Background: an optimization exercise with open tools, aiming at small area. Do not read the settings as production practice.
RTL that was checked went through simulation tests only; none was proved equivalent to the original.
Function not checked in runs 1 and 7: the RTL went through the layout flow alone.
No activity file was given, so power comes from the tool's default toggle rates.

### constraint.sdc
create_clock -name core_clock -period 12.0 [get_ports {clk}]
set_input_delay 2.4000 -clock core_clock [delete_from_list [all_inputs] [get_ports {clk}]]
set_output_delay 2.4000 -clock core_clock [all_outputs]
set_load 0.01 [all_outputs]
### flow/abc_area.script
strash
balance
rewrite
refactor
balance
rewrite
rewrite -z
balance
refactor -z
rewrite -z
balance
balance
rewrite
refactor
balance
rewrite
rewrite -z
balance
refactor -z
rewrite -z
balance
dch -f
amap -F 4 -A 8
topo
### config.mk
export PLATFORM = sky130hd
export DESIGN_NAME = io_top
export DESIGN_NICKNAME = io_top
export VERILOG_FILES = /design/flow/design.v
export SDC_FILE = /design/flow/constraint.sdc
export NUM_CORES = 4
export LEC_CHECK = 0
export ABC_AREA = 1
export CAP_MARGIN = 20
export CORE_MARGIN = 2
export CORE_UTILIZATION = 40
export SLEW_MARGIN = 20
### design.v
module io_top (
  input  logic              clk,
  input  logic              rstn,
  input  logic              rxd,
  output logic              txd,
  output logic [31:0]       instr_wr_addr,
  output logic [31:0]       instr_wr_data,
  output logic              instr_wr_en,
  output logic              core_start,
  input  logic              core_end,
  output logic [31:0]       mem_rd_addr,
  output logic              mem_rd_rd,
  input  logic [31:0]       mem_data,
  input  logic              mem_data_ready
);
  localparam logic [2:0] W_WSTART = 3'd0, W_WEND = 3'd1, W_HEADER = 3'd2, W_PIXEL = 3'd3,
                         W_GAP1 = 3'd4, W_WDATA = 3'd5, W_GAP2 = 3'd6, W_IDLE = 3'd7;
  localparam logic [1:0] LD_LEN = 2'd0, LD_WORD = 2'd1, LD_START = 2'd2, LD_DONE = 2'd3;
  logic [2:0]  wst;         
  logic [3:0]  byte_idx;    
  logic [2:0]  pix_idx;
  logic        push, pop;
  logic [3:0]  fcount;      
  logic        line_end;    
  logic        pix_last;    
  logic        capture;
  logic [1:0]  ld_st;
  logic [1:0]  byte_cnt;
  logic [23:0] wdata;       
  logic [29:0] num_words;   
  logic [29:0] word_idx;
  logic       rxd_meta, rxd_s;
  logic [6:0] rc;
  logic       rx_valid;
  logic [7:0] rx_byte;
  logic       rx_idle, rx_data;
  assign rx_idle  = rc[6] & rc[3] & ~rc[4];
  assign rx_data  = ~rc[6];
  assign rx_valid = rx_idle & rc[0];
  always_ff @(posedge clk) begin
    if (!rstn) begin
      rxd_meta <= 1'b1;
      rxd_s    <= 1'b1;
      rc       <= 7'd72;
    end else begin
      rxd_meta <= rxd;
      rxd_s    <= rxd_meta;
      if (rx_idle)
        rc <= rxd_s ? 7'd72 : 7'd124;
      else if (rc == 7'd127 && rxd_s)
        rc <= 7'd72;
      else if (rc == 7'd71)
        rc <= {6'b100100, rxd_s};
      else
        rc <= rc + 7'd1;
    end
  end
  always_ff @(posedge clk) begin
    if (rx_data && rc[2:0] == 3'd7)
      rx_byte <= {rxd_s, rx_byte[7:1]};
  end
  logic       len_borrow;
  logic [7:0] len_sub;
  logic [8:0] len_diff;
  assign len_sub  = (ld_st != LD_LEN) ? 8'd0 : (byte_cnt == 2'd0) ? 8'd4 : {7'd0, len_borrow};
  assign len_diff = {1'b0, rx_byte} - {1'b0, len_sub};
  always_ff @(posedge clk) begin
    if (!rstn) begin
      ld_st       <= LD_LEN;
      byte_cnt    <= 2'd0;
      word_idx    <= 30'd0;
      instr_wr_en <= 1'b0;
    end else begin
      instr_wr_en <= 1'b0;
      if (instr_wr_en) word_idx <= word_idx + 30'd1;
      if (ld_st == LD_START) ld_st <= LD_DONE;
      if (rx_valid && !ld_st[1]) begin
        byte_cnt <= byte_cnt + 2'd1;
        if (byte_cnt == 2'd3) begin
          if (ld_st == LD_LEN) begin
            ld_st <= len_diff[8] ? LD_START : LD_WORD;
          end else begin
            instr_wr_en <= 1'b1;
            if (word_idx == num_words) ld_st <= LD_START;
          end
        end
      end
    end
  end
  always_ff @(posedge clk) begin
    if (ld_st[1]) begin
      if (capture) wdata <= mem_data[23:0];
    end else if (rx_valid && byte_cnt != 2'd3) begin
      wdata <= {len_diff[7:0], wdata[23:8]};
    end
    if (ld_st[1]) begin
      if (pix_last) num_words[15:0] <= wdata[23:8];
    end else if (rx_valid && byte_cnt == 2'd3 && ld_st == LD_LEN) begin
      num_words <= {len_diff[7:0], wdata[23:2]};
    end
    if (rx_valid) len_borrow <= len_diff[8];
  end
  assign core_start    = (ld_st == LD_START);
  assign instr_wr_addr = {word_idx, 2'b00};
  assign instr_wr_data = {rx_byte, wdata};
  assign push        = (fcount != 4'd8) && (wst == W_HEADER || wst == W_PIXEL);
  assign line_end    = push && byte_idx == 4'd11;
  assign pix_last    = line_end && wst == W_PIXEL;
  assign capture     = ((wst == W_GAP1 && byte_idx[0]) || wst == W_WDATA) && mem_data_ready;
  assign mem_rd_rd   = (wst == W_GAP1) && byte_idx[0];
  assign mem_rd_addr = {27'd0, pix_idx, 2'b00};
  always_ff @(posedge clk) begin
    if (!rstn) begin
      wst     <= W_WSTART;
      pix_idx <= 3'd0;
    end else begin
      case (wst)
        W_WSTART: if (core_start) wst <= W_WEND;
        W_WEND:   if (core_end) wst <= W_HEADER;
        W_HEADER: if (line_end) wst <= W_GAP1;
        W_GAP1:   if (capture) wst <= W_GAP2;
                  else if (byte_idx[0]) wst <= W_WDATA;
        W_WDATA:  if (capture) wst <= W_GAP2;
        W_GAP2:   if (byte_idx == 4'd15) wst <= W_PIXEL;
        W_PIXEL: begin
          if (line_end) begin
            pix_idx <= pix_idx + 3'd1;
            wst     <= (pix_idx == 3'd7) ? W_IDLE : W_GAP1;
          end
        end
        default: ;
      endcase
    end
  end
  always_ff @(posedge clk) begin
    if (wst == W_WEND || capture)
      byte_idx <= 4'd13;
    else if (push || wst == W_GAP1 || wst == W_GAP2)
      byte_idx <= byte_idx + 4'd1;
  end
  always_ff @(posedge clk) begin
    if (!rstn)
      fcount <= 4'd0;
    else if (push && !pop)
      fcount <= fcount + 4'd1;
    else if (pop && !push)
      fcount <= fcount - 4'd1;
  end
  logic [6:0] tc;
  logic       tx_idle;
  logic [1:0] rseg;
  logic [3:0] rbyte;
  logic       rprev;     
  assign tx_idle = tc[6] & tc[3] & ~tc[4];
  assign pop     = tx_idle && (fcount != 4'd0);
  always_ff @(posedge clk) begin
    if (!rstn) begin
      tc    <= 7'd117;
      rseg  <= 2'd0;
      rbyte <= 4'd1;
      rprev <= 1'b0;
    end else begin
      if (tx_idle)
        tc <= pop ? 7'd120 : core_start ? 7'd118 : 7'd72;
      else
        tc <= tc + 7'd1;
      if (pix_last) rprev <= 1'b1;
      if (core_start) rbyte <= 4'd2;
      if (pop) begin
        if (rbyte == 4'd11) begin
          rbyte <= 4'd0;
          rseg  <= 2'd2;
          rprev <= 1'b0;
        end else if (rseg == 2'd0) begin
          rbyte <= 4'd13;
          rseg  <= 2'd1;
        end else begin
          rbyte <= rbyte + 4'd1;
        end
      end
    end
  end
  logic [7:0] chan;
  logic [1:0] hund;
  logic [6:0] rem1;
  logic [3:0] tens, ones, digit;
  logic [7:0] tbyte;
  logic [7:0] const_byte;
  always_comb begin
    if (!rseg[1])
      chan = rbyte[3] ? 8'd255 : rbyte[2] ? 8'd2 : 8'd4;
    else if (rprev)
      chan = rbyte[3] ? num_words[15:8] : num_words[7:0];
    else case (rbyte[3:2])
      2'd0:    chan = wdata[7:0];
      2'd1:    chan = wdata[15:8];
      default: chan = wdata[23:16];
    endcase
    hund = (chan >= 8'd200) ? 2'd2 : (chan >= 8'd100) ? 2'd1 : 2'd0;
    rem1 = 7'(chan - 8'd100 * hund);
    tens = 4'(rem1 / 7'd10);
    ones = 4'(rem1 % 7'd10);
    case (rbyte[1:0])
      2'd0:    digit = {2'b00, hund};
      2'd1:    digit = tens;
      default: digit = ones;
    endcase
  end
  always_comb begin
    case (rbyte[1:0])
      2'd1:    const_byte = rbyte[3] ? 8'h50 : 8'h99;
      2'd2:    const_byte = rbyte[3] ? 8'h33 : 8'haa;
      default: const_byte = 8'h0a;
    endcase
  end
  always_comb begin
    if (rseg == 2'd0 || rbyte[3:2] == 2'd3)
      tbyte = const_byte;
    else if (rbyte[1:0] != 2'd3)
      tbyte = {4'h3, digit};
    else
      tbyte = rbyte[3] ? 8'h0a : 8'h20;
  end
  assign txd = (tc[6] & tc[5] & tc[4] & tc[3]) ? 1'b0 :
               tc[6] ? 1'b1 : tbyte[tc[5:3]];
endmodule
### standard.sh
#!/bin/bash
# synth_recipe.tcl (not shown) runs the flow's synth.tcl, then flattens the netlist and writes it again
# the make line also repeats each setting of config.mk as NAME=value (left out here)
make -C /OpenROAD-flow-scripts/flow DESIGN_CONFIG=/design/flow/config.mk WORK_HOME=/design/flow/orfs CLKGATE_MAP_FILE= SYNTH_SCRIPT=/design/flow/synth_recipe.tcl "${@:-finish}"
### flow/run.sh
#!/bin/bash
# Layout flow: the standard flow with
#  - a stronger area-oriented ABC script for the combinational logic
#    (the registers come out of synthesis exactly as in the standard flow,
#    which this script checks),
#  - the smallest buffer on every port,
#  - small clock-tree leaf buffers and no dummy loads.
set -euo pipefail
here=$(pwd)

mkdir -p ref
sed "s|WORK_HOME=[^ ]*|WORK_HOME=$here/ref/orfs|" standard.sh > ref/standard_ref.sh
bash ref/standard_ref.sh synth > ref_synth.log 2>&1

# Synthesis with the area-oriented ABC script.
cp -r "$FLOW_HOME/scripts" "$here/scripts_mod"
cp "$here/flow/abc_area.script" "$here/scripts_mod/abc_area.script"
SCRIPTS_DIR="$here/scripts_mod" bash standard.sh synth > synth.log 2>&1

regs() { grep -oE 'sky130_fd_sc_hd__(e?df[a-z]*|sdf[a-z]*)_[0-9]+ +[^ ]+' "$1" | sed -E 's/_[0-9]+ +/ /' | sort; }
net=orfs/results/sky130hd/io_top/base/1_2_yosys.v
ref=ref/orfs/results/sky130hd/io_top/base/1_2_yosys.v
if ! diff <(regs "$ref") <(regs "$net") > regs_diff.log; then
  echo "registers differ from the standard synthesis; using it instead" | tee -a synth.log
  rm -rf orfs
  bash standard.sh synth > synth_std.log 2>&1
fi

export BUFFER_PORTS_ARGS="-buffer_cell sky130_fd_sc_hd__buf_1"
export CTS_ARGS="-sink_clustering_enable -repair_clock_nets -dont_use_dummy_load -buf_list sky130_fd_sc_hd__clkbuf_8 -root_buf sky130_fd_sc_hd__clkbuf_16"
bash standard.sh > layout.log 2>&1
==> results of run 1 <==
==> worst max-delay path: cells and delay by family (launching register included) <==
| kind | cells | cell delay, ns |
|---|---|---|
| adders and majority gates | 4 | 1.07 |
| buffers and inverters | 6 | 1.00 |
| AOI/OAI and AO/OA | 21 | 4.31 |
| DFF | 1 | 0.31 |
| and+or+nand+nor | 10 | 1.24 |
==> cell families (layout without fill, tap and decap cells) <==
kind of cell	Yosys count	in the layout	share of synthesized area, %
AOI/OAI and AO/OA	270	270	24.2
xor gates and xnor gates	1	1	0.124
adders and majority gates	27	27	4.99
buffers and inverters	137	230	8.92
DFF	135	135	47.2
other	1	31	0.0530
and+or+nand+nor	228	228	14.6
==> per-layer routing <==
metal  up-vias  global-route usage (%)  wire, µm
li1       3137                       -         -
met1      2890                    26.5      8110
met2       199                    30.6      8210
met3        30                    5.81      1270
met4         0                    7.16       427
met5         -                       0         0
==> synth_stat cells (7+ instances only) <==
cell type  count  area [µm²]
o221ai_1      10        87.6
nor2_1        86         323
nand2_1       56         210
nor4_1         7        43.8
o22ai_1       22         138
nand3_1       11        55.1
clkinv_1     106         398
a221oi_1      10        87.6
buf_4         31         233
a21oi_1       72         360
a222oi_1       8        80.1
ha_1          25         313
edfxtp_1      63        1890
nor3_1        23         115
a22oi_1       14         105
dfxtp_1       72        1440
o21ai_0       78         390
and3_1        24         150
o22a_1        12         105
a211oi_1      11        82.6
==> stage by stage <==
step	cell area [µm²]	setup WS [ns]
3_3_place_gp	7680	1.86
2_1_floorplan	7180	2.66
4_1_cts	7920	1.35
3_5_place_dp	7680	1.81
6_report	7920	1.31
5_1_grt	7920	0.310
==> final cells by class <==
class	instances	share of cell area, %
Sequential cell	135	42.1
Multi-Input combinational cell	557	40.7
Timing Repair Buffer	107	5.54
Inverter	106	5.02
Tap cell	225	3.55
Clock buffer	17	3.09
==> power by group through the flow <==
| stage | clock network [µW] | logic, µW | registers [µW] |
|---|---|---|---|
| detailed placement | 0 | 114 | 521 |
| global route | 307 | 134 | 514 |
| CTS | 288 | 114 | 511 |
| global placement | 0 | 111 | 521 |
| floorplan | 0 | 95.5 | 518 |
| finish | 280 | 114 | 511 |
==> state kept, by name, summed over array words and instances, names as in the netlist, 3 cells and up <==
name,count
pix_idx,3
rx_byte,8
word_idx,30
rc,7
num_words,30
wst,3
tc,7
wdata,24
rbyte,4
fcount,4
byte_idx,4
==> path summary, 6_finish.rpt <==
check	startpoint	to	slack (ns)	cells past startpoint
max	rbyte[3]	txd	1.31	41
max reg2reg	word_idx[0]	word_idx[29]	8.09	17
min	rxd_meta	rxd_s	0.42	1
min reg2reg	rxd_meta	rxd_s	0.42	1
==> flow_metrics.tcl, run 1 <==
set metrics [dict create \
    ant_nets 0 \
    drive_gt1_share_pct 3.15 \
    die_area_um2 18800 \
    cts_setup_buffers 0 \
    min_path_type "reg2reg" \
    final_util_pct 45.8 \
    cp.required_ns 9.60 \
    area_growth_pct 12.1 \
    worst_pin_slew_ns 0.774 \
    synthDistinctLibCells 46 \
    portBuffers 97 \
    numCtsBuffers 17 \
    final_nets 988 \
    netSwitchingPower_uw 232 \
    ys_seq_elements 135 \
    clock_latency_ns 0.37 \
    final_common_cell "clkinv_1" \
    crit_fanout 23 \
    p_int_uw 672 \
    mostFrequentLayoutCells "106 x clkinv_1, 97 x buf_1, 85 x nor2_1, 78 x o21ai_0" \
    die_x_um 137 \
    worst_path_most_repeated_cell "nor2_1" \
    skew_ns 0.0351 \
    cts_root_buf "clkbuf_16" \
    worst_ep_arrival_time_ns 8.29 \
    ys.warnings.count 1 \
    multiInputGateArea_um2 3230 \
    seqCellArea_um2 3330 \
    finalCritPeriodShare_pct 89.1 \
    cts_buffer_depth 2 \
    status "no timing/DRC/antenna violations" \
    comb_power_share_pct 12.6 \
    netlist_instances 799 \
    avgSynthCellArea_um2 8.85 \
    timing.setup.tns_ns 0 \
    worstSetupStartpointType "register" \
    path_clk_slew_ns 0.08 \
    drv_slew 0 \
    synthArstFlopShare_pct 0 \
    fill_cells 1772 \
    power.density_nw_per_um2 114 \
    grt_pass1_wl_mm 28.7 \
    post_cts_resize_count 0 \
    max_stage_delay_ns 0.38 \
    period_needed_ns 10.69 \
    final_hold_viol_count 0 \
    num_rows 48 \
    ys_seq_area_share_pct 47.2 \
    via_count 6256 \
    finalPower_uw 904 \
    p_seq_share_pct 56.5 \
    ios 137 \
    fp.dieH_um 137 \
    first_pass_iters 6 \
    timing.fmax_mhz 93.6 \
    vias_per_cell 5.45 \
    antennaDiodeCount 0 \
    place_hpwl_mm 13.6 \
    antenna_found_initial 0 \
    placedCellCount 1130 \
    clockPowerShare_pct 30.9 \
    start_util_pct 40.9 \
    p_leak_uw 0.00284 \
    wirelength_mm 18.0 \
    wl_per_cell_um 15.7 \
    syn_area_um2 7070 \
    gr-total-overflow 0 \
    swShare_pct 25.7 \
    place_congestion 0.887 \
    drcViolationCount 0 \
    relSlewSlack_pct 47.8 \
    path_class "reg2out" \
    slowest_stage "fa_1" \
    cts_hold_buffers 0 \
    clkSinkCount 135 \
    grt_pass1_vias 5595 \
    setup_viol 0 \
    ir_drop_uv 88.6 \
    htreeDepth 4 \
    drt_iter0_markers 427 \
    holdWs_ns 0.424 \
    stdcell_count 1147 \
    synth_edf_count 63 \
    rsz0062_at_grt "false" \
    cts_tree "done" \
    fp.coreArea_um2 17300 \
    yosys_most_used_dff "dfxtp_1" \
    grtUsageTotal_pct 19.9 \
    grt_max_degree 48 \
    end_kind "primary output" \
    maxCapViolations 0 \
]
==> run 2, diff against run 1 <==
--- a/design.v
+++ b/design.v
@@ -93,11 +93,8 @@
     end else if (rx_valid && byte_cnt != 2'd3) begin
       wdata <= {len_diff[7:0], wdata[23:8]};
     end
-    if (ld_st[1]) begin
-      if (pix_last) num_words[15:0] <= wdata[23:8];
-    end else if (rx_valid && byte_cnt == 2'd3 && ld_st == LD_LEN) begin
+    if ((rx_valid && byte_cnt == 2'd3 && ld_st == LD_LEN) || rline)
       num_words <= {len_diff[7:0], wdata[23:2]};
-    end
     if (rx_valid) len_borrow <= len_diff[8];
   end
   assign core_start    = (ld_st == LD_START);
@@ -148,32 +145,26 @@
   end
   logic [6:0] tc;
   logic       tx_idle;
-  logic [1:0] rseg;
+  logic       rpix;
   logic [3:0] rbyte;
-  logic       rprev;     
+  logic       rline;     
   assign tx_idle = tc[6] & tc[3] & ~tc[4];
   assign pop     = tx_idle && (fcount != 4'd0);
+  assign rline   = pop && rbyte == 4'd11;
   always_ff @(posedge clk) begin
     if (!rstn) begin
       tc    <= 7'd117;
-      rseg  <= 2'd0;
-      rbyte <= 4'd1;
-      rprev <= 1'b0;
+      rpix  <= 1'b0;
+      rbyte <= 4'd12;
     end else begin
       if (tx_idle)
         tc <= pop ? 7'd120 : core_start ? 7'd118 : 7'd72;
       else
         tc <= tc + 7'd1;
-      if (pix_last) rprev <= 1'b1;
-      if (core_start) rbyte <= 4'd2;
       if (pop) begin
         if (rbyte == 4'd11) begin
           rbyte <= 4'd0;
-          rseg  <= 2'd2;
-          rprev <= 1'b0;
-        end else if (rseg == 2'd0) begin
-          rbyte <= 4'd13;
-          rseg  <= 2'd1;
+          rpix  <= 1'b1;
         end else begin
           rbyte <= rbyte + 4'd1;
         end
@@ -187,15 +178,10 @@
   logic [7:0] tbyte;
   logic [7:0] const_byte;
   always_comb begin
-    if (!rseg[1])
+    if (!rpix)
       chan = rbyte[3] ? 8'd255 : rbyte[2] ? 8'd2 : 8'd4;
-    else if (rprev)
-      chan = rbyte[3] ? num_words[15:8] : num_words[7:0];
-    else case (rbyte[3:2])
-      2'd0:    chan = wdata[7:0];
-      2'd1:    chan = wdata[15:8];
-      default: chan = wdata[23:16];
-    endcase
+    else
+      chan = rbyte[3] ? num_words[21:14] : rbyte[2] ? num_words[13:6] : wdata[7:0];
     hund = (chan >= 8'd200) ? 2'd2 : (chan >= 8'd100) ? 2'd1 : 2'd0;
     rem1 = 7'(chan - 8'd100 * hund);
     tens = 4'(rem1 / 7'd10);
@@ -208,13 +194,14 @@
   end
   always_comb begin
     case (rbyte[1:0])
-      2'd1:    const_byte = rbyte[3] ? 8'h50 : 8'h99;
-      2'd2:    const_byte = rbyte[3] ? 8'h33 : 8'haa;
+      2'd0:    const_byte = ld_st[1] ? 8'haa : 8'h99;
+      2'd1:    const_byte = 8'h50;
+      2'd2:    const_byte = 8'h33;
       default: const_byte = 8'h0a;
     endcase
   end
   always_comb begin
-    if (rseg == 2'd0 || rbyte[3:2] == 2'd3)
+    if (rbyte[3:2] == 2'd3)
       tbyte = const_byte;
     else if (rbyte[1:0] != 2'd3)
       tbyte = {4'h3, digit};
--- a/flow/run.sh
+++ b/flow/run.sh
@@ -27,5 +27,5 @@
 fi
 
 export BUFFER_PORTS_ARGS="-buffer_cell sky130_fd_sc_hd__buf_1"
-export CTS_ARGS="-sink_clustering_enable -repair_clock_nets -dont_use_dummy_load -buf_list sky130_fd_sc_hd__clkbuf_8 -root_buf sky130_fd_sc_hd__clkbuf_16"
+export CTS_ARGS="-sink_clustering_enable -repair_clock_nets -dont_use_dummy_load -buf_list {sky130_fd_sc_hd__clkbuf_4 sky130_fd_sc_hd__clkbuf_8} -root_buf sky130_fd_sc_hd__clkbuf_16"
 bash standard.sh > layout.log 2>&1
==> run 2 against run 1 <==
Net effect: total power increased by 0.36%; sequential share of layout area increased by 1.6 points; wire length decreased by 9.1%; register-to-register slack got worse by 0.07 ns; combinational power about the same; synthesized cell count decreased by 9.5%; area after synthesis decreased by 4.6%; non-clock buffer count decreased by 5; design area decreased by 4.7%; first-iteration DRC count increased by 6.3%; die area decreased by 4.5%; critical path type unchanged; largest cell class unchanged.
==> flow_metrics.tcl, run 2 <==
set metrics [dict create \
    status "no timing/DRC/antenna violations" \
    worst_ep_arrival_time_ns 7.95 \
    die_area_um2 17900 \
    drt_iter0_markers 454 \
    path_class "reg2out" \
    cts_tree "done" \
    grtUsageTotal_pct 18.6 \
    yosysTopAreaCellShare_pct 28.1 \
    grt_pass1_wl_mm 25.8 \
    relSlewSlack_pct 44.0 \
    synthDistinctLibCells 50 \
    top_regs "num_words: 30 flops, word_idx: 30 flops, wdata: 24 flops" \
    synth_edf_count 63 \
    avgSynthCellArea_um2 9.32 \
    htreeDepth 4 \
    end_kind "primary output" \
    place_congestion 0.913 \
    worst_path_most_repeated_cell "clkinv_1" \
    die_x_um 134 \
    slowest_stage "dfxtp_1" \
    min_path_type "reg2reg" \
    ff2ff_setup_slack_ns 8.02 \
    cp.required_ns 9.60 \
    yosys_most_used_dff "dfxtp_1" \
    place_area_um2 7300 \
    rr_worst_depth 17 \
    syn_area_um2 6740 \
    wirelength_mm 16.4 \
    place_hpwl_mm 12.4 \
    first_pass_iters 5 \
    ant_nets 0 \
    timing.setup.tns_ns 0 \
    skew_ns 0.0245 \
    grt_max_degree 38 \
    finalCritPeriodShare_pct 86.3 \
    cts_setup_buffers 0 \
    final_common_cell "buf_1" \
    reg2reg_from "instr_wr_en" \
    yosysMostFrequentCell "clkinv_1" \
    cts_hold_buffers 0 \
    final_nets 906 \
    ys_seq_elements 133 \
    ios 137 \
    fp.dieH_um 134 \
    maxCapViolations 0 \
    period_needed_ns 10.35 \
    drv_slew 0 \
    via_count 5708 \
    synthArstFlopShare_pct 0 \
    numCtsBuffers 17 \
    holdPathEnd "rxd_s" \
    gr-total-overflow 0 \
    rr_endpoint "word_idx[29]" \
    fp.coreArea_um2 16500 \
    final_hold_viol_count 0 \
    synth_top_area_cell "edfxtp_1" \
    vias_per_cell 5.38 \
    p_leak_uw 0.00266 \
    synth_area_leaders "edfxtp_1 28%, dfxtp_1 21%, o21ai_0 5.0%" \
    stdcell_area_um2 7550 \
    portBuffers 97 \
    power.density_nw_per_um2 120 \
    drcViolationCount 0 \
    ys_seq_area_share_pct 48.8 \
    hold_start "rxd_meta" \
    drive_gt1_share_pct 2.86 \
    setup_viol 0 \
    cts_buffer_depth 2 \
    area_growth_pct 12.0 \
    start_util_pct 40.8 \
    hold_depth 1 \
    clock_latency_ns 0.37 \
    timing.fmax_mhz 96.6 \
    synth_common_cells "88 x clkinv_1, 77 x nor2_1, 70 x dfxtp_1" \
    clkSinkCount 133 \
    antennaDiodeCount 0 \
    ys.warnings.count 1 \
    cts_root_buf "clkbuf_16" \
    ir_drop_uv 113 \
    worst_pin_slew_ns 0.835 \
    netlist_instances 723 \
    antenna_found_initial 0 \
    grt_pass1_vias 5135 \
    wl_per_cell_um 15.4 \
    max_stage_delay_ns 0.53 \
    post_cts_resize_count 0 \
    crit_fanout 11 \
    path_clk_slew_ns 0.06 \
    num_rows 47 \
    rsz0062_at_grt "false" \
    worstSetupStartpointType "register" \
    mostFrequentLayoutCells "97 x buf_1, 88 x clkinv_1, 77 x nor2_1, 70 x dfxtp_1, 67 x o21ai_0" \
]
[run 2: how the worst max path moves through the flow]
stage	from	to	slack, ns
final	rbyte[2]	txd	1.65
after global routing	rbyte[2]	txd	0.76
after CTS	rbyte[2]	txd	1.66
after detailed placement	rbyte[2]	txd	2.08
after global placement	rbyte[2]	txd	2.12
after floorplan	rbyte[2]	txd	3.22
[run 2: worst max-delay path: cells and delay by family, from the launching register on]
family,cells,cell delay (ns)
buf+inv,7,1.10
compound gates,17,3.60
simple gates,9,1.34
fa+ha+maj,4,1.01
flops,1,0.53
[run 2: power breakdown]
part	internal, µW	total, µW	switching, µW
registers	491	511	20.8
logic	45.6	117	71.5
clock network	133	279	146
[run 2: layer usage]
| metal | global-route usage [%] | vias to the layer above | routed length [µm] |
|---|---|---|---|
| met1 | 23.7 | 2616 | 7200 |
| met3 | 6.31 | 27 | 1430 |
| met4 | 6.21 | 0 | 275 |
| li1 | - | 2861 | - |
| met2 | 29.6 | 204 | 7470 |
| met5 | 0 | - | 0 |
[run 2: layout make-up]
cell class                      instances  area [µm²]
Fill cell                            1627        8970
Sequential cell                       133        3290
Multi-Input combinational cell        500        3000
Timing Repair Buffer                  102         402
Inverter                               88         330
Tap cell                              220         275
Clock buffer                           17         245
[run 2: through the flow]
step	utilization (%)	power [µW]	setup slack (ns)	hold WS (ns)	std cells
after floorplan	-	616	3.22	0.391	753
after global placement	44.2	635	2.12	0.394	1043
after detailed placement	44.2	637	2.08	0.400	1043
after CTS	45.7	916	1.66	0.425	1060
after global routing	45.7	959	0.760	0.445	1060
final	45.7	908	1.65	0.420	1060
[run 2: cells by family (layout without fill, tap and decap cells)]
group / after synthesis / in the layout / synth area share (%)
flops: 133 / 133 / 48.8
compound gates: 246 / 246 / 23.7
fa+ha+maj: 27 / 27 / 5.23
xor+xnor: 3 / 3 / 0.390
other cells: 1 / 31 / 0.0556
simple gates: 193 / 193 / 13.4
buf+inv: 120 / 207 / 8.41
==> run 3, diff against run 2 <==
--- a/flow/run.sh
+++ b/flow/run.sh
@@ -27,5 +27,6 @@
 fi
 
 export BUFFER_PORTS_ARGS="-buffer_cell sky130_fd_sc_hd__buf_1"
-export CTS_ARGS="-sink_clustering_enable -repair_clock_nets -dont_use_dummy_load -buf_list {sky130_fd_sc_hd__clkbuf_4 sky130_fd_sc_hd__clkbuf_8} -root_buf sky130_fd_sc_hd__clkbuf_16"
+export CTS_ARGS="-sink_clustering_enable -repair_clock_nets -dont_use_dummy_load -buf_list sky130_fd_sc_hd__clkbuf_8 -root_buf sky130_fd_sc_hd__clkbuf_8"
+export SKIP_REPAIR_TIE_FANOUT=1
 bash standard.sh > layout.log 2>&1
==> run 3 against run 2 <==
Net effect: synthesized cell count stayed put; critical path depth stayed put; via count is 3.0% lower; wire length is 0.96% lower; design area is 1.6% lower; largest power group unchanged; largest cell class unchanged.
==> flow_metrics.tcl, run 3 <==
set metrics [dict create \
    timing.setup.tns_ns 0 \
    ios 137 \
    ys_seq_elements 133 \
    die_x_um 134 \
    avgSynthCellArea_um2 9.32 \
    place_congestion 0.886 \
    ys_seq_area_share_pct 48.8 \
    wl_per_cell_um 15.7 \
    holdWs_ns 0.417 \
    synthArstFlopShare_pct 0 \
    hold_start "rxd_meta" \
    final_common_cell "buf_1" \
    drcViolationCount 0 \
    path_clk_slew_ns 0.07 \
    p_leak_uw 0.00256 \
    synth_top_area_cell "edfxtp_1" \
    final_nets 876 \
    antenna_found_initial 0 \
    setup_slack_ns 1.48 \
    cts_setup_buffers 0 \
    placedCellCount 1013 \
    htreeDepth 4 \
    netlist_instances 723 \
    grt_pass1_vias 5086 \
    reg2reg_from "instr_wr_en" \
    via_count 5535 \
    drive_gt1_share_pct 2.96 \
    final_hold_viol_count 0 \
    worst_ep_arrival_time_ns 8.12 \
    die_area_um2 17900 \
    fp.dieH_um 134 \
    cts_hold_buffers 0 \
    portBuffers 97 \
    fp.coreArea_um2 16500 \
    vias_per_cell 5.37 \
    synth_mux_area_share_pct 0 \
    status "no timing/DRC/antenna violations" \
    post_cts_resize_count 0 \
    grt_max_degree 38 \
    setup_viol 0 \
    yosysTopAreaCellShare_pct 28.1 \
    finalCritPeriodShare_pct 87.7 \
    gr-total-overflow 0 \
    relSlewSlack_pct 40.4 \
    first_pass_iters 9 \
    fill_cells 1619 \
    maxCapViolations 0 \
    max_stage_delay_ns 0.55 \
    cp.required_ns 9.60 \
    grt_pass1_wl_mm 25.9 \
    drt_iter0_markers 315 \
    drv_slew 0 \
    stdcell_count 1030 \
    clock_latency_ns 0.44 \
    start_util_pct 40.8 \
    cts_root_buf "clkbuf_8" \
    worst_path_most_repeated_cell "clkinv_1" \
    crit_fanout 11 \
    slowest_stage "dfxtp_1" \
    ir_drop_uv 82.7 \
    numCtsBuffers 17 \
    worst_pin_slew_ns 0.888 \
    antennaDiodeCount 0 \
    yosys_most_used_dff "dfxtp_1" \
    crit_start "rbyte[2]" \
    clkSinkCount 133 \
    place_hpwl_mm 12.3 \
    synth_top_family_by_area "compound AO/OA/AOI/OAI gates" \
    synth_compound_area_share_pct 23.7 \
    synth_edf_count 63 \
    path_class "reg2out" \
    skew_ns 0.0177 \
    pre_cts_slack_ns 1.97 \
    rsz0062_at_grt "false" \
    synth_common_cells "88 x clkinv_1, 77 x nor2_1, 70 x dfxtp_1" \
    ys.warnings.count 1 \
    cts_tree "done" \
    top_regs "num_words: 30 flops, word_idx: 30 flops, wdata: 24 flops" \
    end_kind "primary output" \
    power.density_nw_per_um2 121 \
    synth_area_leaders "edfxtp_1 28%, dfxtp_1 21%, o21ai_0 5.0%" \
    period_needed_ns 10.52 \
    cts_buffer_depth 2 \
    grtUsageTotal_pct 18.5 \
    synthDistinctLibCells 50 \
    wirelength_mm 16.2 \
    timing.fmax_mhz 95.1 \
    synthAdderAreaFrac_pct 5.23 \
    min_path_type "reg2reg" \
    synth_xor_xnor_area_share_pct 0.390 \
    mostFrequentLayoutCells "97 x buf_1, 88 x clkinv_1, 77 x nor2_1, 70 x dfxtp_1, 67 x o21ai_0" \
    num_rows 47 \
    worstSetupStartpointType "register" \
    syn_area_um2 6740 \
    yosysMostFrequentCell "clkinv_1" \
    post_synth_and_or_nand_nor_area_fraction_pct 13.4 \
    ant_nets 0 \
    area_growth_pct 10.2 \
]
[run 3: cell counts after synthesis]
No cell type changed its count.
[run 3: kinds of logic after synthesis]
kind of cell             count (synthesis)
other                                    1
AND/OR/NAND/NOR                        193
adder cells (fa/ha/maj)                 27
buffers and inverters                  120
AO/OA/AOI/OAI                          246
flip-flops                             133
XOR/XNOR                                 3
[run 3: power breakdown]
part           internal [µW]  switching, µW  leakage, µW
Combinational           45.2           71.2      0.00130
Sequential               491           20.7      0.00114
Clock                    124            144     0.000122
[run 3: through the flow]
step	power [µW]	utilization, %	instance area (µm²)
after CTS	907	44.9	7430
after floorplan	616	-	6740
after global routing	943	44.9	7430
after detailed placement	637	43.5	7190
after global placement	636	43.5	7190
final	896	44.9	7430
[run 3: worst max-delay path: cells and delay by family (launching register included)]
kind | cells | cell delay, ns
compound gates | 17 | 3.64
simple gates | 9 | 1.37
buf+inv | 7 | 1.13
fa+ha+maj | 4 | 1.03
flops | 1 | 0.55
[run 3: cell type report]
| class | instances | area, µm² | share of cell area (%) |
|---|---|---|---|
| Tap cell | 220 | 275 | 3.71 |
| Clock buffer | 17 | 234 | 3.15 |
| Sequential cell | 133 | 3290 | 44.3 |
| Timing Repair Buffer | 102 | 402 | 5.41 |
| Multi-Input combinational cell | 470 | 2890 | 38.9 |
| Inverter | 88 | 330 | 4.45 |
[run 3: worst paths after layout]
check | end | slack, ns | cells after the start
worst max-delay path | txd | 1.48 | 37
worst min-delay path | rxd_s | 0.42 | 1
worst max register to register | word_idx[29] | 7.99 | 17
worst min register to register | rxd_s | 0.42 | 1
[run 3: metal layers]
metal	GRT usage [%]	part of all wire, %
met1	25.0	47
met5	0	0
met2	29.0	45
met3	4.76	6.7
met4	6.15	1.7
==> run 4, diff against run 3 <==
--- a/flow/run.sh
+++ b/flow/run.sh
@@ -27,6 +27,5 @@
 fi
 
 export BUFFER_PORTS_ARGS="-buffer_cell sky130_fd_sc_hd__buf_1"
-export CTS_ARGS="-sink_clustering_enable -repair_clock_nets -dont_use_dummy_load -buf_list sky130_fd_sc_hd__clkbuf_8 -root_buf sky130_fd_sc_hd__clkbuf_8"
-export SKIP_REPAIR_TIE_FANOUT=1
+export CTS_ARGS="-sink_clustering_enable -repair_clock_nets -dont_use_dummy_load -sink_clustering_max_diameter 25 -buf_list sky130_fd_sc_hd__clkbuf_4 -root_buf sky130_fd_sc_hd__clkbuf_16"
 bash standard.sh > layout.log 2>&1
==> run 4 against run 3 <==
Net effect: design area increased by 0.32%; still clean; global-route usage decreased by 0.18 points; worst hold slack improved by 0.0093 ns; via count increased by 2.1%; die area unchanged; worst setup slack improved by 0.17 ns.
==> flow_metrics.tcl, run 4 <==
set metrics [dict create \
    netlist_instances 723 \
    mostFrequentLayoutCells "97 x buf_1, 88 x clkinv_1, 77 x nor2_1, 70 x dfxtp_1, 67 x o21ai_0" \
    max_stage_delay_ns 0.54 \
    grt_max_degree 38 \
    p_int_uw 613 \
    final_common_cell "buf_1" \
    ios 137 \
    skew_ns 0.0309 \
    num_rows 47 \
    start_util_pct 40.8 \
    clock_latency_ns 0.36 \
    grt_pass1_wl_mm 25.6 \
    end_kind "primary output" \
    period_needed_ns 10.35 \
    drt_iter0_markers 394 \
    timing.setup.tns_ns 0 \
    fp.coreArea_um2 16500 \
    maxCapViolations 0 \
    via_count 5653 \
    reg2reg_from "instr_wr_en" \
    wirelength_mm 16.2 \
    rr_endpoint "word_idx[29]" \
    antenna_found_initial 0 \
    vias_per_cell 5.33 \
    worst_path_most_repeated_cell "clkinv_1" \
    stdcell_count 1060 \
    synth_area_leaders "edfxtp_1 28%, dfxtp_1 21%, o21ai_0 5.0%" \
    antennaDiodeCount 0 \
    synth_top_area_cell "edfxtp_1" \
    synth_edf_count 63 \
    timing.fmax_mhz 96.6 \
    drcViolationCount 0 \
    status "no timing/DRC/antenna violations" \
    final_hold_viol_count 0 \
    setup_viol 0 \
    first_pass_iters 5 \
    place_congestion 0.913 \
    syn_area_um2 6740 \
    cts_buffer_depth 2 \
    rsz0062_at_grt "false" \
    finalPower_uw 841 \
    placedCellCount 1043 \
    cts_setup_buffers 0 \
    numCtsBuffers 17 \
    cts_root_buf "clkbuf_16" \
    final_nets 906 \
    synth_common_cells "88 x clkinv_1, 77 x nor2_1, 70 x dfxtp_1" \
    hold_start "rxd_meta" \
    comb_power_share_pct 13.8 \
    die_x_um 134 \
    crit_start "rbyte[2]" \
    htreeDepth 4 \
    p_leak_uw 0.00262 \
    wl_per_cell_um 15.3 \
    wl_met3_mm 1.34 \
    yosysMostFrequentCell "clkinv_1" \
    post_cts_resize_count 0 \
    worst_pin_slew_ns 0.859 \
    path_clk_slew_ns 0.09 \
    place_hpwl_mm 12.4 \
    power.density_nw_per_um2 113 \
    drive_gt1_share_pct 2.86 \
    avgSynthCellArea_um2 9.32 \
    ys_seq_elements 133 \
    dr.max_layer_used "met4" \
    cp.required_ns 9.60 \
    ff2ff_setup_slack_ns 8.01 \
    ys.warnings.count 1 \
    die_area_um2 17900 \
    rr_worst_depth 17 \
    drv_slew 0 \
    area_growth_pct 10.5 \
    worst_ep_arrival_time_ns 7.95 \
    synthDistinctLibCells 50 \
    path_class "reg2out" \
    top_regs "num_words: 30 flops, word_idx: 30 flops, wdata: 24 flops" \
    synthArstFlopShare_pct 0 \
    grtUsageTotal_pct 18.3 \
    grt_pass1_vias 5120 \
    relSlewSlack_pct 42.3 \
    met2_length_mm 7.35 \
    worstSetupStartpointType "register" \
    ant_nets 0 \
    wirelength_met1_mm 7.25 \
    netSwitchingPower_uw 228 \
    min_path_type "reg2reg" \
    critPathCapture "txd" \
    clockPowerShare_pct 25.4 \
    cts_hold_buffers 0 \
    clkSinkCount 133 \
    yosysTopAreaCellShare_pct 28.1 \
    ir_drop_uv 128 \
    portBuffers 97 \
    yosys_most_used_dff "dfxtp_1" \
    slowest_stage "dfxtp_1" \
    crit_fanout 11 \
    finalCritPeriodShare_pct 86.2 \
    ys_seq_area_share_pct 48.8 \
    cts_tree "done" \
    gr-total-overflow 0 \
    fp.dieH_um 134 \
    swShare_pct 27.1 \
    p_seq_share_pct 60.7 \
]
## run 4: layout make-up
type	instances	area, µm²
inverters	88	330
repair buffers	102	402
clock buffers	17	145
multi-input cells	500	3000
well taps	220	275
flip-flops and latches	133	3290
fillers	1634	9070
## run 4: per-layer routing
layer  vias up  GRT usage [%]
met5         -              0
li1       2861              -
met2       196           29.5
met4         0           6.21
met1      2577           23.7
met3        19           5.40
## run 4: worst min-delay path by stage
stage / to / slack, ns / depth (start not counted)
floorplan: rxd_s / 0.39 / 1
global placement: rxd_s / 0.39 / 1
detailed placement: rxd_s / 0.40 / 1
CTS: rxd_s / 0.43 / 1
global route: rxd_s / 0.45 / 1
finish: rxd_s / 0.43 / 1
## run 4: through the flow
step | util, % | setup slack [ns] | area [µm²] | hold WS [ns]
floorplan | - | 3.22 | 6850 | 0.391
global placement | 44.2 | 2.12 | 7300 | 0.394
detailed placement | 44.2 | 2.08 | 7300 | 0.400
CTS | 45.1 | 1.67 | 7450 | 0.432
global route | 45.1 | 0.762 | 7450 | 0.453
finish | 45.1 | 1.65 | 7450 | 0.427
## run 4: logic make-up after synthesis
family / after synthesis / share of synthesized area, %
AO/OA/AOI/OAI: 246 / 23.7
AND/OR/NAND/NOR: 193 / 13.4
flip-flops: 133 / 48.8
buffers and inverters: 120 / 8.41
adder cells (fa/ha/maj): 27 / 5.23
XOR/XNOR: 3 / 0.390
other: 1 / 0.0556
## run 4: worst max-delay path, delay by kind of cell, from the launching register on
kind	cells	cell delay, ns
flip-flops	1	0.54
AO/OA/AOI/OAI	17	3.58
AND/OR/NAND/NOR	9	1.34
buffers and inverters	7	1.10
adder cells (fa/ha/maj)	4	1.01
## run 4: power groups by stage
stage               logic, µW  registers, µW  clock network, µW
floorplan                99.3            516                  0
global placement          114            521                  0
detailed placement        116            521                  0
CTS                       117            511                222
global route              136            514                240
finish                    116            511                214
==> run 5, diff against run 4 <==
==> flow/run.sh (replaced) <==
#!/bin/bash
# Layout flow: the standard flow with
#  - synthesis that leaves all arithmetic to ABC (no adder cell mapping) and
#    maps it with a deeper area-oriented ABC script; the registers come out
#    exactly as in the standard synthesis, which this script checks, and it
#    falls back to the standard synthesis otherwise,
#  - the smallest buffer on every port,
#  - small clock-tree leaf buffers and no dummy loads,
#  - one tie cell for the constant outputs.
set -euo pipefail
here=$(pwd)
ROOT_BUF=${ROOT_BUF:-sky130_fd_sc_hd__clkbuf_16}

mkdir -p ref
sed "s|WORK_HOME=[^ ]*|WORK_HOME=$here/ref/orfs|" standard.sh > ref/standard_ref.sh
bash ref/standard_ref.sh synth > ref_synth.log 2>&1

# Synthesis with the area-oriented ABC script and no adder cells.
cp -r "$FLOW_HOME/scripts" "$here/scripts_mod"
cp "$here/flow/abc_area.script" "$here/scripts_mod/abc_area.script"
ADDER_MAP_FILE= SCRIPTS_DIR="$here/scripts_mod" bash standard.sh synth > synth.log 2>&1

regs() { grep -oE 'sky130_fd_sc_hd__(e?df[a-z]*|sdf[a-z]*)_[0-9]+ +[^ ]+' "$1" | sed -E 's/_[0-9]+ +/ /' | sort; }
net=orfs/results/sky130hd/io_top/base/1_2_yosys.v
ref=ref/orfs/results/sky130hd/io_top/base/1_2_yosys.v
if ! diff <(regs "$ref") <(regs "$net") > regs_diff.log; then
  echo "registers differ from the standard synthesis; using it instead" | tee -a synth.log
  rm -rf orfs
  bash standard.sh synth > synth_std.log 2>&1
fi

export BUFFER_PORTS_ARGS="-buffer_cell sky130_fd_sc_hd__buf_1"
export CTS_ARGS="-sink_clustering_enable -repair_clock_nets -dont_use_dummy_load -sink_clustering_max_diameter 25 -buf_list sky130_fd_sc_hd__clkbuf_4 -root_buf $ROOT_BUF"
export SKIP_REPAIR_TIE_FANOUT=1
bash standard.sh > layout.log 2>&1
==> flow/abc_area.script (replaced) <==
strash
&get -n
&deepsyn -T 120 -S 7
&put
balance
rewrite
refactor
balance
rewrite
rewrite -z
balance
refactor -z
rewrite -z
balance
dch -f
amap -F 4 -A 8
topo
==> run 5 against run 4 <==
Net effect: highest routed layer unchanged; maximum frequency up 26%; sequential cell count unchanged; worst hold slack better by 0.020 ns; final cell count down 12%; largest cell class unchanged; count of clock-buffer cells in the layout unchanged; largest power group unchanged; design area down 10%.
==> flow_metrics.tcl, run 5 <==
set metrics [dict create \
    wirelength_met1_mm 7.34 \
    period_needed_ns 8.21 \
    path_class "reg2out" \
    grt_pass1_wl_mm 24.3 \
    maxCapViolations 0 \
    syn_area_um2 6110 \
    yosysMostFrequentCell "clkinv_1" \
    synth_area_leaders "edfxtp_1 31%, dfxtp_1 23%, clkinv_1 6.4%" \
    place_congestion 0.932 \
    ant_nets 0 \
    finalCritPeriodShare_pct 68.4 \
    crit_fanout 10 \
    antenna_found_initial 0 \
    area_growth_pct 9.42 \
    antennaDiodeCount 0 \
    final_hold_viol_count 0 \
    finalPower_uw 743 \
    synth_top_area_cell "edfxtp_1" \
    grt_max_degree 34 \
    start_util_pct 40.5 \
    worst_ep_arrival_time_ns 5.81 \
    yosysTopAreaCellShare_pct 31.0 \
    met2_length_mm 7.32 \
    synth_common_cells "104 x clkinv_1, 87 x nor2_1, 70 x dfxtp_1" \
    rsz0062_at_grt "false" \
    synthArstFlopShare_pct 0 \
    skew_ns 0.0460 \
    drv_slew 0 \
    timing.setup.tns_ns 0 \
    num_rows 45 \
    worstSetupStartpointType "register" \
    place_hpwl_mm 11.9 \
    ys.warnings.count 1 \
    cts_hold_buffers 0 \
    cp.required_ns 9.60 \
    gr-total-overflow 0 \
    synth_edf_count 63 \
    final_util_pct 44.3 \
    cts_buffer_depth 2 \
    die_area_um2 16300 \
    setup_viol 0 \
    timing.fmax_mhz 122 \
    yosys_most_used_dff "dfxtp_1" \
    clkSinkCount 133 \
    relSlewSlack_pct 39.7 \
    ios 137 \
    clock_latency_ns 0.36 \
    wirelength_mm 15.7 \
    path_clk_slew_ns 0.11 \
    avgSynthCellArea_um2 9.27 \
    final_nets 786 \
    p_leak_uw 0.00207 \
    pre_cts_slack_ns 4.31 \
    ir_drop_uv 77.3 \
    stdcell_area_um2 6690 \
    status "no timing/DRC/antenna violations" \
    power.density_nw_per_um2 111 \
    path_buf_inv 4 \
    drcViolationCount 0 \
    min_path_type "reg2reg" \
    grt_pass1_vias 4725 \
    synthDistinctLibCells 45 \
    wl_met3_um 861 \
    critical-path-top-delay-family "compound AO/OA/AOI/OAI gates" \
    fp.coreArea_um2 15100 \
    numCtsBuffers 17 \
    setup_slack_ns 3.79 \
    fp.dieH_um 128 \
    ys_seq_elements 133 \
    htreeDepth 4 \
    vias_per_cell 5.47 \
    ys_seq_area_share_pct 53.9 \
    dr.max_layer_used "met4" \
    portBuffers 97 \
    grtUsageTotal_pct 19.4 \
    via_count 5115 \
    slowest_stage "dfxtp_1" \
    cts_root_buf "clkbuf_16" \
    place_area_um2 6540 \
    die_x_um 128 \
    final_common_cell "clkinv_1" \
    drive_gt1_share_pct 3.21 \
    cts_setup_buffers 0 \
    first_pass_iters 6 \
    post_cts_resize_count 0 \
    mostFrequentLayoutCells "104 x clkinv_1, 97 x buf_1, 87 x nor2_1, 70 x dfxtp_1, 63 x edfxtp_1" \
    worst_pin_slew_ns 0.898 \
    cts_tree "done" \
    netlist_instances 659 \
    wl_per_cell_um 16.8 \
    end_kind "primary output" \
    drt_iter0_markers 467 \
    worst_path_most_repeated_cell "nor2_1" \
    top_regs "num_words: 30 flops, word_idx: 30 flops, wdata: 24 flops" \
    max_stage_delay_ns 0.43 \
]
-- run 5: layout make-up --
cell class	count	area [µm²]
flip-flops and latches	133	3290
fillers	1521	8400
multi-input cells	391	2220
well taps	188	235
repair buffers	102	405
inverters	104	390
clock buffers	17	145
-- run 5: final timing paths --
check / startpoint / endpoint / slack, ns / cells past startpoint
setup / recovery: rpix / txd / 3.79 / 29
hold / removal: rxd_meta / rxd_s / 0.45 / 1
setup reg to reg: word_idx[1] / word_idx[29] / 5.43 / 43
hold reg to reg: rxd_meta / rxd_s / 0.45 / 1
-- run 5: routing by layer --
metal | up-vias | global-route usage [%]
met1 | 2405 | 25.5
met4 | 0 | 6.33
met5 | - | 0
li1 | 2537 | -
met2 | 154 | 31.4
met3 | 19 | 5.32
-- run 5: where the power goes --
part,internal [µW],switching (µW),total [µW]
registers,483,10.4,493
clock network,77.4,131,209
logic,14.8,26.6,41.4
total,575,168,743
-- run 5: stage by stage --
stage          instances  hold slack [ns]
3_5_place_dp         918            0.418
4_1_cts              935            0.446
5_1_grt              935            0.479
3_3_place_gp         917            0.409
6_report             935            0.446
2_1_floorplan        659            0.391
-- run 5: cell families (layout without fill, tap and decap cells) --
family	after synthesis	after routing	share of synthesized area (%)
AO/OA/AOI/OAI	207	207	22.9
flip-flops	133	133	53.9
buffers and inverters	135	223	10.2
AND/OR/NAND/NOR	183	183	13.0
other	1	1	0.0614
==> run 6, diff against run 5 <==
--- a/flow/run.sh
+++ b/flow/run.sh
@@ -9,7 +9,7 @@
 #  - one tie cell for the constant outputs.
 set -euo pipefail
 here=$(pwd)
-ROOT_BUF=${ROOT_BUF:-sky130_fd_sc_hd__clkbuf_16}
+ROOT_BUF=${ROOT_BUF:-sky130_fd_sc_hd__clkbuf_8}
 
 mkdir -p ref
 sed "s|WORK_HOME=[^ ]*|WORK_HOME=$here/ref/orfs|" standard.sh > ref/standard_ref.sh
==> run 6 against run 5 <==
Net effect: total power fell by 1.0%; core utilization shrank 0.075 points; clock power down 4%; critical path type unchanged.
==> flow_metrics.tcl, run 6 <==
set metrics [dict create \
    status "no timing/DRC/antenna violations" \
    place_congestion 0.932 \
    clockPowerShare_pct 27.3 \
    relSlewSlack_pct 41.9 \
    reg2reg_from "word_idx[1]" \
    timing.setup.tns_ns 0 \
    drcViolationCount 0 \
    avgSynthCellArea_um2 9.27 \
    p_int_uw 567 \
    p_seq_share_pct 67.0 \
    min_path_type "reg2reg" \
    area_growth_pct 9.23 \
    ant_nets 0 \
    hold_depth 1 \
    rr_worst_depth 43 \
    antenna_found_initial 0 \
    max_stage_delay_ns 0.43 \
    swShare_pct 22.9 \
    path_class "reg2out" \
    vias_per_cell 5.48 \
    clock_latency_ns 0.41 \
    worst_pin_slew_ns 0.865 \
    htreeDepth 4 \
    gr-total-overflow 0 \
    final_util_pct 44.2 \
    worstSetupStartpointType "register" \
    cts_root_buf "clkbuf_8" \
    timing.fmax_mhz 121 \
    rsz0062_at_grt "false" \
    maxCapViolations 0 \
    wl_per_cell_um 16.8 \
    path_clk_slew_ns 0.11 \
    die_area_um2 16300 \
    skew_ns 0.0449 \
    stdcell_count 935 \
    start_util_pct 40.5 \
    worst_path_most_repeated_cell "nor2_1" \
    yosysMostFrequentCell "clkinv_1" \
    cts_hold_buffers 0 \
    yosys_most_used_dff "dfxtp_1" \
    end_kind "primary output" \
    synth_top_area_cell "edfxtp_1" \
    hold_start "rxd_meta" \
    die_x_um 128 \
    ir_drop_uv 77.1 \
    antennaDiodeCount 0 \
    drv_slew 0 \
    crit_fanout 10 \
    crit_start "rpix" \
    grtUsageMet1_pct 25.5 \
    ys.warnings.count 1 \
    met3_usage_pct 5.07 \
    yosysTopAreaCellShare_pct 31.0 \
    grt.busiest_layer "met2" \
    worst_ep_arrival_time_ns 5.87 \
    p_leak_uw 0.00207 \
    placedCellCount 918 \
    drt_iter0_markers 415 \
    wirelength_mm 15.7 \
    fp.coreArea_um2 15100 \
    holdWs_ns 0.446 \
    use_met2_pct 31.4 \
    portBuffers 97 \
    cts_setup_buffers 0 \
    synthArstFlopShare_pct 0 \
    finalPower_uw 736 \
    final_common_cell "clkinv_1" \
    period_needed_ns 8.27 \
    numCtsBuffers 17 \
    final_nets 786 \
    mostFrequentLayoutCells "104 x clkinv_1, 97 x buf_1, 87 x nor2_1, 70 x dfxtp_1, 63 x edfxtp_1" \
    place_hpwl_mm 11.9 \
    grt_max_degree 34 \
    cts_tree "done" \
    netlist_instances 659 \
    power.density_nw_per_um2 110 \
    clkSinkCount 133 \
    synthDistinctLibCells 45 \
    fp.dieH_um 128 \
    final_hold_viol_count 0 \
    netSwitchingPower_uw 169 \
    drive_gt1_share_pct 3.21 \
    finalCritPeriodShare_pct 68.9 \
    ys_seq_area_share_pct 53.9 \
    top_regs "num_words: 30 flops, word_idx: 30 flops, wdata: 24 flops" \
    post_cts_resize_count 0 \
    grt_pass1_wl_mm 24.3 \
    num_rows 45 \
    grtUsageTotal_pct 19.4 \
    setup_viol 0 \
    comb_power_share_pct 5.6 \
    synth_edf_count 63 \
    cts_buffer_depth 2 \
    via_count 5122 \
    synth_common_cells "104 x clkinv_1, 87 x nor2_1, 70 x dfxtp_1" \
    first_pass_iters 6 \
    cp.required_ns 9.60 \
    syn_area_um2 6110 \
    synth_area_leaders "edfxtp_1 31%, dfxtp_1 23%, clkinv_1 6.4%" \
    ys_seq_elements 133 \
    ios 137 \
    slowest_stage "dfxtp_1" \
    grt_pass1_vias 4724 \
]
==> run 6: cell count changes in the layout (fill, tap and decap cells not counted) <==
cell | previous run | this run
clkbuf_8 | 0 | 1
clkbuf_16 | 1 | 0
==> run 6: path summary, 6_finish.rpt <==
path                                endpoint  slack, ns
worst max-delay path                     txd       3.73
worst min register to register         rxd_s       0.45
worst max register to register  word_idx[29]       5.43
worst min-delay path                   rxd_s       0.45
==> run 6: critical path: cells and delay by family, from the launching register on <==
family / cells / cell delay (ns)
AO/OA/AOI/OAI: 14 / 2.65
flip-flops: 1 / 0.43
AND/OR/NAND/NOR: 11 / 1.67
buffers and inverters: 4 / 0.72
==> run 6: routing by layer <==
layer	wire, µm	vias to the layer above
li1	-	2536
met1	7240	2396
met2	7280	173
met3	967	17
met4	229	0
met5	0	-
==> run 6: area by class of cell <==
cell class	instances	area, µm²
clock buffer	17	134
tap	188	235
inverter	104	390
timing repair buffer	102	405
multi-input combinational	391	2220
sequential	133	3290
fill	1523	8410
==> run 6: logic make-up after synthesis <==
| kind of cell | count (synthesis) | share of synthesized area, % |
|---|---|---|
| flip-flops | 133 | 53.9 |
| AND/OR/NAND/NOR | 183 | 13.0 |
| buffers and inverters | 135 | 10.2 |
| AO/OA/AOI/OAI | 207 | 22.9 |
| other | 1 | 0.0614 |
==> run 6: metrics by stage <==
stage                     cell area [µm²]  setup slack [ns]
after global placement               6530              4.48
after floorplan                      6110              5.21
after detailed placement             6540              4.31
after global routing                 6680              2.92
final                                6680              3.73
after CTS                            6680              3.77
==> run 6: power groups by stage <==
stage	Clock (µW)	Sequential, µW	Combinational (µW)
finish	201	493	41.4
global route	229	495	47.5
global placement	0	503	40.6
floorplan	0	501	35.4
CTS	212	493	41.9
detailed placement	0	503	41.7
==> run 7, diff against run 6 <==
==> design.v (replaced) <==
module io_top (
  input  logic              clk,
  input  logic              rstn,
  input  logic              rxd,
  output logic              txd,
  output logic [31:0]       instr_wr_addr,
  output logic [31:0]       instr_wr_data,
  output logic              instr_wr_en,
  output logic              core_start,
  input  logic              core_end,
  output logic [31:0]       mem_rd_addr,
  output logic              mem_rd_rd,
  input  logic [31:0]       mem_data,
  input  logic              mem_data_ready
);
  localparam logic [2:0] W_WEND = 3'd0, W_HEADER = 3'd1, W_PIXEL = 3'd2, W_IDLE = 3'd3,
                         W_GAP1 = 3'd4, W_WDATA = 3'd5, W_GAP2 = 3'd6;
  localparam logic [1:0] LD_LEN = 2'd0, LD_WORD = 2'd1, LD_START = 2'd2, LD_DONE = 2'd3;
  logic [1:0]  ld_st;
  logic        done;        
  logic [1:0]  byte_cnt;
  logic [23:0] wdata;       
  logic [29:0] num_words;   
  logic [29:0] word_idx;    
  logic [2:0]  wst;         
  logic [3:0]  byte_idx;    
  logic [2:0]  pix_idx;
  logic [3:0]  fcount;      
  logic [3:0]  rbyte;       
  logic        rpix;
  logic [3:0]  rbyte_x;     
  logic [18:0] pstate, pstate_next;
  localparam logic [18:0] PSTATE_INIT = {W_WEND, 4'd13, 3'd0, 4'd0, 4'd0, 1'b0};
  assign done   = (ld_st == LD_DONE);
  assign pstate = word_idx[18:0];
  assign {wst, byte_idx, pix_idx, fcount, rbyte_x, rpix} = pstate;
  assign rbyte  = rbyte_x ^ 4'd12;
  logic        push, pop;
  logic        line_end;    
  logic        capture;
  logic        rline;       
  logic       rxd_meta, rxd_s;
  logic [6:0] rc;
  logic       rx_valid;
  logic [7:0] rx_byte;
  logic       rx_idle, rx_data;
  assign rx_idle  = rc[6] & rc[3] & ~rc[4];
  assign rx_data  = ~rc[6];
  assign rx_valid = rx_idle & rc[0];
  always_ff @(posedge clk) begin
    if (!rstn) begin
      rxd_meta <= 1'b1;
      rxd_s    <= 1'b1;
      rc       <= 7'd72;
    end else begin
      rxd_meta <= rxd;
      rxd_s    <= rxd_meta;
      if (rx_idle)
        rc <= rxd_s ? 7'd72 : 7'd124;
      else if (rc == 7'd127 && rxd_s)
        rc <= 7'd72;
      else if (rc == 7'd71)
        rc <= {6'b100100, rxd_s};
      else
        rc <= rc + 7'd1;
    end
  end
  always_ff @(posedge clk) begin
    if (rx_data && rc[2:0] == 3'd7)
      rx_byte <= {rxd_s, rx_byte[7:1]};
  end
  logic       len_borrow;
  logic [7:0] len_sub;
  logic [8:0] len_diff;
  assign len_sub  = (ld_st != LD_LEN) ? 8'd0 : (byte_cnt == 2'd0) ? 8'd4 : {7'd0, len_borrow};
  assign len_diff = {1'b0, rx_byte} - {1'b0, len_sub};
  always_ff @(posedge clk) begin
    if (!rstn) begin
      ld_st       <= LD_LEN;
      byte_cnt    <= 2'd0;
      word_idx    <= 30'd0;
      instr_wr_en <= 1'b0;
    end else begin
      instr_wr_en <= 1'b0;
      if (ld_st == LD_START)
        word_idx[18:0] <= PSTATE_INIT;
      else if (done)
        word_idx[18:0] <= pstate_next;
      else if (instr_wr_en)
        word_idx <= word_idx + 30'd1;
      if (ld_st == LD_START) ld_st <= LD_DONE;
      if (rx_valid && !ld_st[1]) begin
        byte_cnt <= byte_cnt + 2'd1;
        if (byte_cnt == 2'd3) begin
          if (ld_st == LD_LEN) begin
            ld_st <= len_diff[8] ? LD_START : LD_WORD;
          end else begin
            instr_wr_en <= 1'b1;
            if (word_idx == num_words) ld_st <= LD_START;
          end
        end
      end
    end
  end
  always_ff @(posedge clk) begin
    if (ld_st[1]) begin
      if (capture) wdata <= mem_data[23:0];
    end else if (rx_valid && byte_cnt != 2'd3) begin
      wdata <= {len_diff[7:0], wdata[23:8]};
    end
    if ((rx_valid && byte_cnt == 2'd3 && ld_st == LD_LEN) || rline)
      num_words <= {len_diff[7:0], wdata[23:2]};
    if (rx_valid) len_borrow <= len_diff[8];
  end
  assign core_start    = (ld_st == LD_START);
  assign instr_wr_addr = {word_idx, 2'b00};
  assign instr_wr_data = {rx_byte, wdata};
  assign push        = done && (fcount != 4'd8) && (wst == W_HEADER || wst == W_PIXEL);
  assign line_end    = push && byte_idx == 4'd11;
  assign capture     = done && ((wst == W_GAP1 && byte_idx[0]) || wst == W_WDATA) && mem_data_ready;
  assign mem_rd_rd   = done && (wst == W_GAP1) && byte_idx[0];
  assign mem_rd_addr = {27'd0, pix_idx, 2'b00};
  logic [6:0] tc;
  logic       tx_idle;
  logic [3:0] tbyte_idx;
  logic       tpix;
  assign tx_idle   = tc[6] & tc[3] & ~tc[4];
  assign pop       = done && tx_idle && (fcount != 4'd0);
  assign rline     = pop && rbyte == 4'd11;
  assign tbyte_idx = rbyte;
  assign tpix      = rpix;
  always_ff @(posedge clk) begin
    if (!rstn)
      tc <= 7'd117;
    else if (tx_idle)
      tc <= pop ? 7'd120 : core_start ? 7'd118 : 7'd72;
    else
      tc <= tc + 7'd1;
  end
  always_comb begin
    logic [2:0] wst_n;
    logic [3:0] byte_idx_n;
    logic [2:0] pix_idx_n;
    logic [3:0] fcount_n;
    logic [3:0] rbyte_n;
    logic       rpix_n;
    wst_n     = wst;
    pix_idx_n = pix_idx;
    case (wst)
      W_WEND:   if (core_end) wst_n = W_HEADER;
      W_HEADER: if (line_end) wst_n = W_GAP1;
      W_GAP1:   if (capture) wst_n = W_GAP2;
                else if (byte_idx[0]) wst_n = W_WDATA;
      W_WDATA:  if (capture) wst_n = W_GAP2;
      W_GAP2:   if (byte_idx == 4'd15) wst_n = W_PIXEL;
      W_PIXEL: begin
        if (line_end) begin
          pix_idx_n = pix_idx + 3'd1;
          wst_n     = (pix_idx == 3'd7) ? W_IDLE : W_GAP1;
        end
      end
      default: ;
    endcase
    if (wst == W_WEND || capture)
      byte_idx_n = 4'd13;
    else if (push || wst == W_GAP1 || wst == W_GAP2)
      byte_idx_n = byte_idx + 4'd1;
    else
      byte_idx_n = byte_idx;
    if (push && !pop)
      fcount_n = fcount + 4'd1;
    else if (pop && !push)
      fcount_n = fcount - 4'd1;
    else
      fcount_n = fcount;
    rbyte_n = rbyte;
    rpix_n  = rpix;
    if (pop) begin
      if (rbyte == 4'd11) begin
        rbyte_n = 4'd0;
        rpix_n  = 1'b1;
      end else begin
        rbyte_n = rbyte + 4'd1;
      end
    end
    pstate_next = {wst_n, byte_idx_n, pix_idx_n, fcount_n, rbyte_n ^ 4'd12, rpix_n};
  end
  logic [7:0] chan;
  logic [1:0] hund;
  logic [6:0] rem1;
  logic [3:0] tens, ones, digit;
  logic [7:0] tbyte;
  logic [7:0] const_byte;
  always_comb begin
    if (!tpix)
      chan = tbyte_idx[3] ? 8'd255 : tbyte_idx[2] ? 8'd2 : 8'd4;
    else
      chan = tbyte_idx[3] ? num_words[21:14] : tbyte_idx[2] ? num_words[13:6] : wdata[7:0];
    hund = (chan >= 8'd200) ? 2'd2 : (chan >= 8'd100) ? 2'd1 : 2'd0;
    rem1 = 7'(chan - 8'd100 * hund);
    tens = 4'(rem1 / 7'd10);
    ones = 4'(rem1 % 7'd10);
    case (tbyte_idx[1:0])
      2'd0:    digit = {2'b00, hund};
      2'd1:    digit = tens;
      default: digit = ones;
    endcase
  end
  always_comb begin
    case (tbyte_idx[1:0])
      2'd0:    const_byte = ld_st[1] ? 8'haa : 8'h99;
      2'd1:    const_byte = 8'h50;
      2'd2:    const_byte = 8'h33;
      default: const_byte = 8'h0a;
    endcase
  end
  always_comb begin
    if (tbyte_idx[3:2] == 2'd3)
      tbyte = const_byte;
    else if (tbyte_idx[1:0] != 2'd3)
      tbyte = {4'h3, digit};
    else
      tbyte = tbyte_idx[3] ? 8'h0a : 8'h20;
  end
  assign txd = (tc[6] & tc[5] & tc[4] & tc[3]) ? 1'b0 :
               tc[6] ? 1'b1 : tbyte[tc[5:3]];
endmodule
==> run 7 against run 6 <==
Net effect: still clean on timing, DRC and antenna; sequential share of layout area decreased by 11 points; synthesized cell count grew 42%; non-clock buffer count is 1 higher; clock skew fell by 0.014 ns; wire length grew 17%; combinational power grew 33%; sequential power down 13%; maximum frequency shrank 6.2%.
==> flow_metrics.tcl, run 7 <==
set metrics [dict create \
    top_regs "num_words: 30 flops, word_idx: 28 flops, wdata: 24 flops" \
    gr-total-overflow 0 \
    slowest_stage "dfxtp_1" \
    place_area_um2 7540 \
    portBuffers 97 \
    antenna_found_initial 0 \
    grt_max_degree 32 \
    skew_ns 0.0312 \
    max_stage_delay_ns 0.74 \
    drive_gt1_share_pct 9.39 \
    clockPowerShare_pct 28.6 \
    worst_path_most_repeated_cell "nand2_1" \
    ys_seq_area_share_pct 40.4 \
    cts_buffer_depth 2 \
    place_hpwl_mm 14.0 \
    period_needed_ns 8.82 \
    cts_tree "done" \
    ios 137 \
    p_seq_share_pct 63.3 \
    synth_common_cells "244 x nand2_1, 101 x inv_1, 70 x nor2_1" \
    path_clk_slew_ns 0.09 \
    cts_setup_buffers 0 \
    swShare_pct 25.0 \
    path_buf_inv 9 \
    numCtsBuffers 17 \
    synth_top_area_cell "edfxtp_1" \
    fill_cells 1848 \
    ir_drop_uv 54.5 \
    start_util_pct 40.4 \
    stdcell_area_um2 7680 \
    synthArstFlopShare_pct 0 \
    timing.setup.tns_ns 0 \
    pre_cts_slack_ns 3.25 \
    drv_slew 0 \
    timing.fmax_mhz 113 \
    cts_hold_buffers 0 \
    seqCellArea_um2 2910 \
    min_path_type "reg2reg" \
    p_leak_uw 0.00311 \
    multiInputGateArea_um2 3490 \
    ys.warnings.count 1 \
    fp.coreArea_um2 17800 \
    grt_pass1_wl_mm 30.0 \
    holdWs_ns 0.420 \
    netlist_instances 937 \
    die_x_um 138 \
    via_count 6319 \
    cts_root_buf "clkbuf_8" \
    grt_pass1_vias 5849 \
    netSwitchingPower_uw 169 \
    end_kind "primary output" \
    yosysTopAreaCellShare_pct 26.2 \
    wl_per_cell_um 15.0 \
    htreeDepth 4 \
    ys_seq_elements 114 \
    setup_slack_ns 3.18 \
    status "no timing/DRC/antenna violations" \
    rsz0062_at_grt "false" \
    area_growth_pct 6.49 \
    antennaDiodeCount 0 \
    crit_fanout 15 \
    die_area_um2 19100 \
    final_common_cell "nand2_1" \
    path_class "reg2out" \
    yosysMostFrequentCell "nand2_1" \
    synthDistinctLibCells 55 \
    comb_power_share_pct 8.1 \
    vias_per_cell 5.14 \
    num_rows 49 \
    first_pass_iters 5 \
]
-- run 7: power by group through the flow --
stage / Sequential (µW) / Clock (µW) / Combinational [µW]
2_1_floorplan: 433 / 0 / 50.5
3_3_place_gp: 437 / 0 / 54.5
3_5_place_dp: 437 / 0 / 55.1
4_1_cts: 428 / 200 / 55.4
5_1_grt: 430 / 216 / 64.2
6_report: 428 / 193 / 54.9
-- run 7: worst paths after layout --
kind | startpoint | endpoint | slack, ns | depth (start not counted)
hold / removal | rxd_meta | rxd_s | 0.42 | 1
setup reg to reg | ld_st[1] | word_idx[8] | 8.21 | 14
setup / recovery | word_idx[0] | txd | 3.18 | 49
hold reg to reg | rxd_meta | rxd_s | 0.42 | 1
-- run 7: cell families (layout without fill, tap and decap cells) --
family | count (synthesis) | count (layout) | share of synthesized area (%)
AO/OA/AOI/OAI | 142 | 142 | 11.7
XOR/XNOR | 27 | 27 | 3.28
other | 1 | 1 | 0.0520
AND/OR/NAND/NOR | 454 | 454 | 28.4
flip-flops | 114 | 114 | 40.4
adder cells (fa/ha/maj) | 26 | 26 | 4.72
multiplexers | 1 | 1 | 0.139
buffers and inverters | 172 | 236 | 11.2
-- run 7: metal layers --
| layer | up-vias | track usage, % | wire length (µm) |
|---|---|---|---|
| met5 | - | 0 | 0 |
| met1 | 2896 | 26.5 | 8560 |
| met4 | 0 | 5.10 | 303 |
| met2 | 194 | 31.9 | 8540 |
| li1 | 3203 | - | - |
| met3 | 26 | 4.12 | 1010 |
-- run 7: per-stage QoR --
stage | power, µW | instances | utilization (%)
after floorplan | 484 | 937 | -
after global placement | 492 | 1213 | 42.3
after detailed placement | 492 | 1213 | 42.3
after CTS | 683 | 1230 | 43.0
after global routing | 710 | 1230 | 43.0
final | 676 | 1230 | 43.0
-- run 7: cell type report --
class | instances | share of cell area [%]
Timing Repair Buffer | 103 | 5.33
Clock buffer | 17 | 1.74
Multi-Input combinational cell | 651 | 45.5
Inverter | 116 | 5.77
Tap cell | 229 | 3.73
Sequential cell | 114 | 37.9

Check on run 7: ideal ports give 3.179 ns setup slack; a clkbuf_16 on the clock port and buf_2 on the inputs give 3.140 ns; moving port delays by the midpoint clock arrival (0.448 ns) as well gives 3.588 ns.
